This is an optimization exercise on Yosys and OpenROAD, whose aim is a short achievable clock period and few clock cycles per item, not a production implementation. In this exercise RTL edits were held to simulation tests only and were not proved equivalent to the original. Power and IR drop assume default switching activity.

### design/flow/flow/run.sh
#!/bin/bash
# The standard layout (the standard.sh: ORFS from synthesis to finish),
# with the port buffers made of buf_4 cells instead of ORFS's default pick.
set -euo pipefail
export BUFFER_PORTS_ARGS="-buffer_cell sky130_fd_sc_hd__buf_4"
bash standard.sh finish > standard.log 2>&1
### design/flow/standard.sh
#!/bin/bash
# synth_recipe.tcl (not shown) runs the flow's synth.tcl, then flattens the netlist and writes it again
# the make line also repeats each setting of config.mk as NAME=value (left out here)
make -C /OpenROAD-flow-scripts/flow DESIGN_CONFIG=/design/flow/config.mk WORK_HOME=/design/flow/orfs CLKGATE_MAP_FILE= SYNTH_SCRIPT=/design/flow/synth_recipe.tcl "${@:-finish}"
### design/flow/config.mk
export PLATFORM = sky130hd
export DESIGN_NAME = mem_rs_top
export DESIGN_NICKNAME = mem_rs_top
export VERILOG_FILES = /design/flow/design.v
export SDC_FILE = /design/flow/constraint.sdc
export NUM_CORES = 4
export LEC_CHECK = 0
export CAP_MARGIN = 20
export CELL_PAD_IN_SITES_DETAIL_PLACEMENT = 1
export CELL_PAD_IN_SITES_GLOBAL_PLACEMENT = 1
export CORE_MARGIN = 2
export CORE_UTILIZATION = 45
export PLACE_DENSITY = 0.55
export SETUP_SLACK_MARGIN = 3.8
export SLEW_MARGIN = 20
export TNS_END_PERCENT = 10
### design/flow/constraint.sdc
create_clock -name core_clock -period 6.5 [get_ports {clk_i}]
set_input_delay 1.3000 -clock core_clock [delete_from_list [all_inputs] [get_ports {clk_i}]]
set_output_delay 1.3000 -clock core_clock [all_outputs]
set_load 0.01 [all_outputs]
### design/flow/design.v
package rs_pkg;
    parameter int DATA_LEN = 32;
    parameter int ADDR_LEN = 32;
    parameter int RRF_SEL  = 6;
    parameter int NUM_BUS = 5;
    parameter logic [RRF_SEL-1:0] RRF_NONE = '0;
    parameter logic MEM_LOAD  = 1'b0;
    parameter logic MEM_STORE = 1'b1;
    parameter logic [1:0] MAU_IDLE = 2'd0;
    parameter logic [1:0] MAU_BUS  = 2'd1;
    parameter logic [1:0] MAU_DONE = 2'd2;
endpackage
`timescale 1ns/1ps
import rs_pkg::*;
module mem_rs_top #(
    parameter int RS_DEPTH  = 14,
    parameter int RAM_WORDS = 64
) (
    input  logic                            clk_i,
    input  logic                            reset_i,
    input  logic                            dispatch_valid_i,
    input  logic [ADDR_LEN-1:0]             dispatch_pc_i,
    input  logic                            dispatch_op_i,
    input  logic [DATA_LEN-1:0]             dispatch_src_1_i,
    input  logic                            dispatch_valid_1_i,
    input  logic [DATA_LEN-1:0]             dispatch_src_2_i,
    input  logic                            dispatch_valid_2_i,
    input  logic [DATA_LEN-1:0]             dispatch_imm_i,
    input  logic [RRF_SEL-1:0]              dispatch_rrf_tag_i,
    input  logic                            dispatch_dst_val_i,
    output logic                            dispatch_ready_o,
    input  logic [(NUM_BUS-1)*DATA_LEN-1:0] ext_result_data_i,
    input  logic [(NUM_BUS-1)*RRF_SEL-1:0]  ext_result_tag_i,
    output logic                            done_valid_o,
    output logic [ADDR_LEN-1:0]             done_pc_o,
    output logic [DATA_LEN-1:0]             load_data_o,
    output logic [RRF_SEL-1:0]              load_tag_o
);
    localparam int Q      = RS_DEPTH;
    localparam int CNT_W  = $clog2(Q + 1) + 1;
    localparam int IDX_W  = $clog2(RAM_WORDS);
    localparam int AW     = IDX_W + 2;       
    localparam int NB     = NUM_BUS;         
    localparam int NX     = NUM_BUS - 1;
    function automatic logic [NB-1:0] cmp_src(input logic [RRF_SEL-1:0]    t,
                                              input logic [NX*RRF_SEL-1:0] xt,
                                              input logic                  lv,
                                              input logic [RRF_SEL-1:0]    lt);
        for (int b = 0; b < NX; b++)
            cmp_src[b] = (xt[b*RRF_SEL +: RRF_SEL] == t);
        cmp_src[NX] = lv & (lt == t);
    endfunction
    function automatic logic [DATA_LEN-1:0] pick(input logic [NB-1:0]          f,
                                                 input logic [NB*DATA_LEN-1:0] d);
        pick = '0;
        for (int b = 0; b < NB; b++)
            if (f[b]) pick = pick | d[b*DATA_LEN +: DATA_LEN];
    endfunction
    function automatic logic [RAM_WORDS-1:0] sum_dec(input logic [AW-1:0] a, input logic [AW-1:0] b);
        logic [IDX_W-1:0] x, y, s, g, t, w;
        logic             cin, m;
        x   = a[AW-1:2];
        y   = b[AW-1:2];
        s   = x ^ y;
        g   = x & y;
        t   = x | y;
        cin = (a[1] & b[1]) | ((a[1] | b[1]) & a[0] & b[0]);
        for (int k = 0; k < RAM_WORDS; k++) begin
            w = IDX_W'(k);
            m = (cin == (s[0] ^ w[0]));
            for (int i = 1; i < IDX_W; i++)
                m = m & ((s[i] ^ w[i]) == (w[i-1] ? g[i-1] : t[i-1]));
            sum_dec[k] = m;
        end
    endfunction
    function automatic logic [RAM_WORDS-1:0] pick_dec(input logic [NB-1:0]          f,
                                                      input logic [NB*DATA_LEN-1:0] d,
                                                      input logic [AW-1:0]          b);
        pick_dec = '0;
        for (int k = 0; k < NB; k++)
            if (f[k]) pick_dec = pick_dec | sum_dec(d[k*DATA_LEN +: AW], b);
    endfunction
    logic rst_q;
    always_ff @(posedge clk_i) rst_q <= reset_i;
    logic [NX*DATA_LEN-1:0] xq_dat;
    logic [DATA_LEN-1:0]    ld_dat;      
    logic [NB*DATA_LEN-1:0] bus_dat;
    always_ff @(posedge clk_i) xq_dat <= ext_result_data_i;
    assign bus_dat = {ld_dat, xq_dat};
    logic                ld_bc;        
    logic [RRF_SEL-1:0]  ex_rtag;
    logic                ready_r;
    logic                fire;
    logic                s_fire;
    logic                s_op, s_v1, s_v2, s_dv;
    logic [ADDR_LEN-1:0] s_pc;
    logic [DATA_LEN-1:0] s_d2;
    logic [AW-1:0]       s_a1, s_imm;
    logic [RRF_SEL-1:0]  s_rtag;
    logic [NB-1:0]       s_f1, s_f2;
    logic                dh1, dh2;
    assign dispatch_ready_o = ready_r;
    assign fire             = dispatch_valid_i & (pend < CNT_W'(Q));
    assign dh1 = ~dispatch_valid_1_i & (load_tag_o == dispatch_src_1_i[RRF_SEL-1:0]);
    assign dh2 = ~dispatch_valid_2_i & (load_tag_o == dispatch_src_2_i[RRF_SEL-1:0]);
    always_ff @(posedge clk_i) begin
        s_fire <= ~reset_i & fire;
        s_op   <= dispatch_op_i;
        s_pc   <= dispatch_pc_i;
        s_imm  <= dispatch_imm_i[AW-1:0];
        s_rtag <= dispatch_rrf_tag_i;
        s_dv   <= dispatch_dst_val_i;
        s_v1   <= dispatch_valid_1_i | dh1;
        s_a1   <= dh1 ? ld_dat[AW-1:0] : dispatch_src_1_i[AW-1:0];
        s_v2   <= dispatch_valid_2_i | dh2 | (dispatch_op_i == MEM_LOAD);
        s_d2   <= dh2 ? ld_dat : dispatch_src_2_i;
        s_f1   <= cmp_src(dispatch_src_1_i[RRF_SEL-1:0], ext_result_tag_i, ld_bc, ex_rtag);
        s_f2   <= cmp_src(dispatch_src_2_i[RRF_SEL-1:0], ext_result_tag_i, ld_bc, ex_rtag);
    end
    logic                sh1, sh2, sw_v1, sw_v2;
    logic [AW-1:0]       sw_a1;
    logic [DATA_LEN-1:0] sw_d2;
    logic [NB-1:0]       sc1, sc2;
    always_comb begin
        sh1   = ~s_v1 & (|s_f1);
        sh2   = ~s_v2 & (|s_f2);
        sw_v1 = s_v1 | sh1;
        sw_a1 = sh1 ? AW'(pick(s_f1, bus_dat)) : s_a1;
        sw_v2 = s_v2 | sh2;
        sw_d2 = sh2 ? pick(s_f2, bus_dat) : s_d2;
        sc1   = cmp_src(s_a1[RRF_SEL-1:0], ext_result_tag_i, ld_bc, ex_rtag);
        sc2   = cmp_src(s_d2[RRF_SEL-1:0], ext_result_tag_i, ld_bc, ex_rtag);
    end
    logic                q_op  [Q];
    logic                q_v1  [Q];
    logic                q_v2  [Q];
    logic                q_dv  [Q];
    logic [ADDR_LEN-1:0] q_pc  [Q];
    logic [DATA_LEN-1:0] q_d2  [Q];
    logic [AW-1:0]       q_a1  [Q];
    logic [AW-1:0]       q_imm [Q];
    logic [RRF_SEL-1:0]  q_rtag[Q];
    logic [NB-1:0]       q_f1  [Q];
    logic [NB-1:0]       q_f2  [Q];
    logic                qw_v1 [Q];
    logic                qw_v2 [Q];
    logic [AW-1:0]       qw_a1 [Q];
    logic [DATA_LEN-1:0] qw_d2 [Q];
    logic [NB-1:0]       qc1   [Q];
    logic [NB-1:0]       qc2   [Q];
    logic [Q:0]          occ;        
    logic [CNT_W-1:0]    pend, pend_base;
    logic                deq;
    for (genvar i = 0; i < Q; i++) begin : g_q
        localparam int N = (i + 1 < Q) ? i + 1 : i;
        logic h1, h2, wr;
        assign wr = s_fire & (deq ? occ[i+1] : occ[i]);
        always_comb begin
            h1       = ~q_v1[i] & (|q_f1[i]);
            h2       = ~q_v2[i] & (|q_f2[i]);
            qw_v1[i] = q_v1[i] | h1;
            qw_a1[i] = h1 ? AW'(pick(q_f1[i], bus_dat)) : q_a1[i];
            qw_v2[i] = q_v2[i] | h2;
            qw_d2[i] = h2 ? pick(q_f2[i], bus_dat) : q_d2[i];
            qc1[i]   = cmp_src(q_a1[i][RRF_SEL-1:0], ext_result_tag_i, ld_bc, ex_rtag);
            qc2[i]   = cmp_src(q_d2[i][RRF_SEL-1:0], ext_result_tag_i, ld_bc, ex_rtag);
        end
        always_ff @(posedge clk_i) begin
            if (wr) begin
                q_op[i]   <= s_op;
                q_pc[i]   <= s_pc;
                q_imm[i]  <= s_imm;
                q_rtag[i] <= s_rtag;
                q_dv[i]   <= s_dv;
                q_v1[i]   <= sw_v1;
                q_a1[i]   <= sw_a1;
                q_v2[i]   <= sw_v2;
                q_d2[i]   <= sw_d2;
                q_f1[i]   <= sc1;
                q_f2[i]   <= sc2;
            end else if (deq) begin
                q_op[i]   <= q_op[N];
                q_pc[i]   <= q_pc[N];
                q_imm[i]  <= q_imm[N];
                q_rtag[i] <= q_rtag[N];
                q_dv[i]   <= q_dv[N];
                q_v1[i]   <= qw_v1[N];
                q_a1[i]   <= qw_a1[N];
                q_v2[i]   <= qw_v2[N];
                q_d2[i]   <= qw_d2[N];
                q_f1[i]   <= qc1[N];
                q_f2[i]   <= qc2[N];
            end else begin
                q_v1[i]   <= qw_v1[i];
                q_a1[i]   <= qw_a1[i];
                q_v2[i]   <= qw_v2[i];
                q_d2[i]   <= qw_d2[i];
                q_f1[i]   <= qc1[i];
                q_f2[i]   <= qc2[i];
            end
        end
    end
    logic                 ex_valid, ex_op, ex_dv, ex_v1, ex_v2;
    logic [ADDR_LEN-1:0]  ex_pc;
    logic [DATA_LEN-1:0]  ex_d2;
    logic [AW-1:0]        ex_a1, ex_imm;
    logic [RAM_WORDS-1:0] ex_rsel, ex_wsel;
    logic [NB-1:0]        ex_f1, ex_f2;
    logic                 go, xh1, xh2;
    logic [RAM_WORDS-1:0] c_sel;
    logic [DATA_LEN-1:0]  d2_eff, rd;
    assign xh1    = ~ex_v1 & (|ex_f1);
    assign xh2    = ~ex_v2 & (|ex_f2);
    assign d2_eff = ex_v2 ? ex_d2 : pick(ex_f2, bus_dat);
    logic                 go_r, deq_r, ldbc_r;
    logic                 exn_valid, exn_v1, exn_v2, exn_op, exn_dv, go_n, deq_n;
    logic [NB-1:0]        exn_f2;
    logic [Q:0]           occ_n;
    assign go    = go_r;
    assign deq   = deq_r;
    assign ld_bc = ldbc_r;
    always_comb begin
        exn_op = ex_op;
        exn_dv = ex_dv;
        exn_v1 = ex_v1 | xh1;
        exn_v2 = ex_v2 | xh2;
        exn_f2 = cmp_src(ex_d2[RRF_SEL-1:0], ext_result_tag_i, 1'b0, ex_rtag);
        if (rst_q) begin
            exn_valid = 1'b0;
        end else if (deq) begin
            exn_valid = 1'b1;
            exn_op    = q_op[0];
            exn_dv    = q_dv[0];
            exn_v1    = qw_v1[0];
            exn_v2    = qw_v2[0];
            exn_f2    = qc2[0];
        end else begin
            exn_valid = ex_valid & ~go;
        end
        if (rst_q)
            occ_n = (Q+1)'(1);
        else if (s_fire && !deq)
            occ_n = {occ[Q-1:0], 1'b0};
        else if (!s_fire && deq)
            occ_n = {1'b0, occ[Q:1]};
        else
            occ_n = occ;
        go_n  = ~reset_i & exn_valid & exn_v1 & (exn_v2 | (|exn_f2));
        deq_n = ~reset_i & ~occ_n[0] & (~exn_valid | go_n);
    end
    always_ff @(posedge clk_i) begin
        go_r   <= go_n;
        deq_r  <= deq_n;
        ldbc_r <= go_n & (exn_op == MEM_LOAD) & exn_dv;
    end
    assign c_sel = q_v1[0] ? sum_dec(q_a1[0], q_imm[0]) : pick_dec(q_f1[0], bus_dat, q_imm[0]);
    always_ff @(posedge clk_i) begin
        if (rst_q) begin
            ex_valid <= 1'b0;
        end else if (deq) begin
            ex_valid <= 1'b1;
            ex_op    <= q_op[0];
            ex_dv    <= q_dv[0];
            ex_pc    <= q_pc[0];
            ex_imm   <= q_imm[0];
            ex_rtag  <= q_rtag[0];
            ex_a1    <= qw_a1[0];
            ex_v1    <= qw_v1[0];
            ex_rsel  <= (q_op[0] == MEM_LOAD)  ? c_sel : '0;
            ex_wsel  <= (q_op[0] == MEM_STORE) ? c_sel : '0;
            ex_d2    <= qw_d2[0];
            ex_v2    <= qw_v2[0];
            ex_f1    <= qc1[0];
            ex_f2    <= qc2[0];
        end else begin
            if (go) ex_valid <= 1'b0;
            if (xh1) begin
                ex_rsel <= (ex_op == MEM_LOAD)  ? pick_dec(ex_f1, bus_dat, ex_imm) : '0;
                ex_wsel <= (ex_op == MEM_STORE) ? pick_dec(ex_f1, bus_dat, ex_imm) : '0;
                ex_v1  <= 1'b1;
            end
            if (xh2) begin
                ex_d2  <= d2_eff;
                ex_v2  <= 1'b1;
            end
            ex_f1 <= cmp_src(ex_a1[RRF_SEL-1:0], ext_result_tag_i, 1'b0, ex_rtag);
            ex_f2 <= cmp_src(ex_d2[RRF_SEL-1:0], ext_result_tag_i, 1'b0, ex_rtag);
        end
    end
    assign pend_base = pend - CNT_W'(deq);
    always_ff @(posedge clk_i) begin
        occ <= occ_n;
    end
    always_ff @(posedge clk_i) begin
        if (reset_i) begin
            pend    <= '0;
            ready_r <= 1'b1;
        end else begin
            pend    <= fire ? pend_base + 1'b1 : pend_base;
            ready_r <= fire ? (pend_base < CNT_W'(Q - 1)) : (pend_base < CNT_W'(Q));
        end
    end
    logic [DATA_LEN-1:0] mem [RAM_WORDS];
    logic [DATA_LEN-1:0] mem_wd;
    assign mem_wd = rst_q ? '0 : d2_eff;
    for (genvar k = 0; k < RAM_WORDS; k++) begin : g_mem
        always_ff @(posedge clk_i) begin
            if (rst_q || (go && ex_wsel[k]))
                mem[k] <= mem_wd;
        end
    end
    always_comb begin
        rd = '0;
        for (int k = 0; k < RAM_WORDS; k++)
            rd = rd | ({DATA_LEN{ex_rsel[k]}} & mem[k]);
    end
    always_ff @(posedge clk_i) begin
        done_valid_o <= ~reset_i & go;
        load_tag_o   <= (~reset_i & ld_bc) ? ex_rtag : RRF_NONE;
        done_pc_o    <= ex_pc;
        load_data_o  <= rd;
        ld_dat       <= ld_bc ? rd : '0;
    end
endmodule
==> results.tsv <==
stage	metric	value	unit
run_status	status	finished clean	
timing	fin crit share	48.4	%
logic_synthesis	Mapped Cells	16700	
logic_synthesis	proportion of synthesized area in mux cells	1.39	%
global_route	GRT Resource Usage Total	47.5	%
drt	DRT Wirelength	1040000	microns
logic_synthesis	library cells used by synthesis	80	
drt	final routed DRC violation total	0	
timing	final setup vio count	0	
logic_synthesis	synthesized area	188000	sq um
drt	drt wl/cell	46.4	microns
floorplanning	# rows	237	
worst_setup_path	critical path type	input pin to register	
timing	RSZ-0062 raised after global routing	yes	
logic_synthesis	top cell type's share of synthesized area	47.1	%
placement	Post-DP HPWL	586000	microns
clock_tree	deepest clock path buffer count	4	
worst_setup_path	crit start category	input pin	
logic_synthesis	Synth top cells by count	edfxtp_1 (2946), nand2_1 (2281), clkbuf_1 (1655)	
worst_setup_path	Buf/Inv on CP	2	
power	Max VDD drop	284	uV
logic_synthesis	syn_area_per_cell	11.3	sq um
clock_tree	H-Tree Depth	5	
logic_synthesis	sequential share of the synthesized area	58.7	%
floorplanning	Initial Util	45.1	%
logic_synthesis	most frequent cell after synthesis	edfxtp_1	
global_route	initial antenna violation count	95	
timing	Least-Margin Pin Slew	1310	ps
logic_synthesis	largest family of logic cells by synthesized area	compound AO/OA/AOI/OAI gates	
logic_synthesis	Synth area leader	edfxtp_1	
placement	pre-CTS WS	1890	ps
floorplanning	Die W	650	microns
logic_synthesis	Post-Synth XOR/XNOR Area	5.80	%
drt	DR iter-0 viols	33000	
worst_setup_path	Critical Path AT	4080	ps
floorplanning	Die Y	650	microns
worst_setup_path	critical path's largest stage delay	1000	ps
logic_synthesis	asr flop ratio synth	0	%
floorplanning	die area	423000	sq um
finish	Net count, final	16900	
worst_setup_path	R2R cell count	9	
drt	Antenna Violating Nets Remaining	0	
logic_synthesis	top cells by area, synth	edfxtp_1 (47%), dfxtp_1 (12%), nand2_1 (4.6%)	
worst_setup_path	CP top delay family	buffers and inverters	
floorplanning	Core Box Area	416000	sq um
power	pwr dens	389	nW/um^2
worst_setup_path	cell chain of the critical path	buf_4 -> buf_4 -> xor2_1 -> nor3_4 -> a22oi_1 -> o21ai_0	
logic_synthesis	number of synthesized flops with an enable pin	2946	
timing	Slew Limit Fails	0	
worst_setup_path	Worst Path Required	7430	ps
hold_path	Hold Path Sink	xq_dat[111]$_DFF_P_	
power	Leak Pwr	76.0	nW
hold_path	Min-Delay Startpoint	ext_result_data_i[111]	
global_route	vias in the first global route	166000	
worst_setup_path	Worst path slowest cell	nor3_4	
hold_path	Cells on Worst Hold Path	1	
worst_setup_path	reg2reg end	ex_wsel[25]$_DFFE_PP_	
floorplanning	I/O pin cnt	365	
placement	Port Buffers	316	
hold_path	Min-Delay Path Class	input pin to register	
timing	Layout Skew	184	ps
worst_setup_path	most used cell, CP	buf_4	
timing	Final Hold Fails	0	
logic_synthesis	Synth Register Bits	4032	
worst_setup_path	CP Max Fanout	18	
finish	ratio of cells with drive above 1 in the final layout	18.9	%
timing	setup_tns	0	ps
worst_setup_path	Reg2Reg Setup Slack	3370	ps
global_route	largest net degree at the start of global routing	89	
worst_setup_path	Reg2Reg Launch Point	xq_dat[66]$_DFF_P_	
clock_tree	hold_buf cts	0	
clock_tree	Sink Count	4032	
run	Max Cap Violations	0	
timing	Peak Freq	318	MHz
clock_tree	Worst-path clk slew	70	ps
logic_synthesis	Compound-Gate Fraction of Synth Area	18.9	%
drt	vias per cell	7.59	
logic_synthesis	Ys Warns	19	
logic_synthesis	ys flop type	edfxtp_1	
timing	Final Critical Period	3140	ps
logic_synthesis	syn_nets	17100	
clock_tree	Root Buffer	clkbuf_16	
logic_synthesis	Post-Synth Adder-Cell Area	0.766	%
drt	vias	171000	
placement	gpl congestion	0.951	
finish	synth-to-layout area growth	18.0	%
clock_tree	TritonCTS clock tree	done	
worst_setup_path	Worst Setup End Kind	register	
finish	Fillers	41900	
drt	first-pass detailed-route iteration total	14	
timing	Max transition margin	12.5	%
clock_tree	Clock Latency Late Sink	1110	ps
worst_setup_path	Worst path depth	6	
global_route	Overflow after GRT	0	
timing	final setup margin	3360	ps
logic_synthesis	simple-gate share of the synthesized area	10.4	%
global_route	first-pass GRT wire length	1400000	microns
clock_tree	Inserted Clock Buffers	424	
state kept, by name, summed over array words and instances, names as in the netlist, 15 cells and up:
| signal | flops |
|---|---|
| ex_pc | 32 |
| q_imm | 112 |
| q_rtag | 84 |
| q_d2 | 448 |
| done_pc_o | 32 |
| mem | 2048 |
| s_d2 | 32 |
| ex_d2 | 32 |
| q_pc | 448 |
| q_f1 | 70 |
| ex_wsel | 64 |
| ex_rsel | 64 |
| ld_dat | 32 |
| occ | 15 |
| load_data_o | 32 |
| q_a1 | 112 |
| s_pc | 32 |
| q_f2 | 70 |
| xq_dat | 128 |
where the power goes:
group	leakage (nW)	total (mW)	switching, mW	internal, mW
Sequential	38.3	35.4	3.23	32.2
Combinational	30.9	26.1	17.0	9.09
Clock	6.79	24.8	11.0	13.8
Total	76.0	86.3	31.2	55.1
worst max-delay path by stage:
| stage | endpoint | start |
|---|---|---|
| detailed placement | ex_rsel[56]$_DFFE_PP_ | xq_dat[0]$_DFF_P_ |
| global placement | ex_rsel[62]$_DFFE_PP_ | xq_dat[0]$_DFF_P_ |
| CTS | ld_dat[1]$_SDFF_PN0_ | ex_rsel[61]$_DFFE_PP_ |
| global route | ex_wsel[14]$_DFFE_PP_ | q_imm[0][2]$_DFFE_PP_ |
| floorplan | ex_rsel[0]$_DFFE_PP_ | deq_r$_DFF_P_ |
| finish | q_f2[1][1]$_DFF_P_ | ext_result_tag_i[10] |
cell type report:
type	instances	area, sq um	share of cell area, %
flip-flops and latches	4032	111000	49.8
well taps	5497	6880	3.10
multi-input cells	10700	77800	35.1
clock buffers	571	11800	5.30
inverters	83	659	0.297
repair buffers	1243	11700	5.26
diodes	118	295	0.133
clock inverters	216	2090	0.941
repair inverters	2	17.5	0.00790
cell families (layout without fill, tap and decap cells):
| kind of cell | after synthesis | count (layout) |
|---|---|---|
| other | 0 | 118 |
| DFF | 4032 | 4032 |
| and+or+nand+nor | 4366 | 4418 |
| adders and majority gates | 115 | 115 |
| xor gates and xnor gates | 1232 | 1232 |
| AOI/OAI and AO/OA | 4687 | 4688 |
| buffers and inverters | 2022 | 2115 |
| muxes | 246 | 246 |
stage by stage:
stage	instance area [sq um]	power, mW	hold WS (ps)	util [%]	instances
floorplan	188000	48.2	323	-	16700
global placement	195000	56.3	324	46.9	21100
detailed placement	195000	57.4	329	46.9	21100
CTS	219000	84.3	284	52.6	22300
global route	221000	88.2	299	53.2	22400
finish	222000	86.3	302	53.3	22500
cell usage in the layout, fill, tap and decap left out, drive strengths merged, types with 481 or more instances in the layout:
master  count
a22oi     695
a222oi    632
nand2    2281
edfxtp   2946
a221oi    531
o21ai    1275
xnor2     590
clkbuf    576
o22a      481
nand3     829
dfxtp    1086
xor2      638
buf      1232
a22o      520
metal layers:
metal / routed length, microns / share of wire, % / vias up / GRT usage, %
met1: 364000 / 35 / 86100 / 58.4
li1: - / - / 64000 / -
met4: 89400 / 8.6 / 62 / 33.5
met2: 441000 / 42 / 15700 / 69.5
met3: 147000 / 14 / 4721 / 16.7
met5: 855 / 0.082 / - / 0.294
what timing repair did:
item / CTS / global route
resized for setup: 1227 / 326
buffers inserted: 307 / 56
gates cloned: 58 / 7
setup endpoints to repair: 4160 / 2769
pin swaps: 241 / 76
Testbench counts, summed over its fixed seeds: cycles 4,184, ops 4,000.

[re-timing with driven ports]
The flow's constraints put no driver on any port. The routed layout listed below was extracted and timed again, unchanged, in two steps. Step 1 assumes that a clkbuf_16 drives the clock port and a buf_2 every other input. Step 2, shift: input delay + t, output delay - t, t = (earliest + latest rising clock arrival at the registers) / 2. This alone moves slack from input paths to output paths. Slacks: ideal / step 1 / step 2; pairs: ideal / step 1.
t, ns: 1.149
setup WS [ns]: 3.357 / 3.370 / 2.316
latest minus earliest clock arrival (ns): 0.193 / 0.193
After both steps this run still meets setup and hold. The setup slack of this run moves by +0.013 ns with the drivers and by -1.041 ns with both steps.
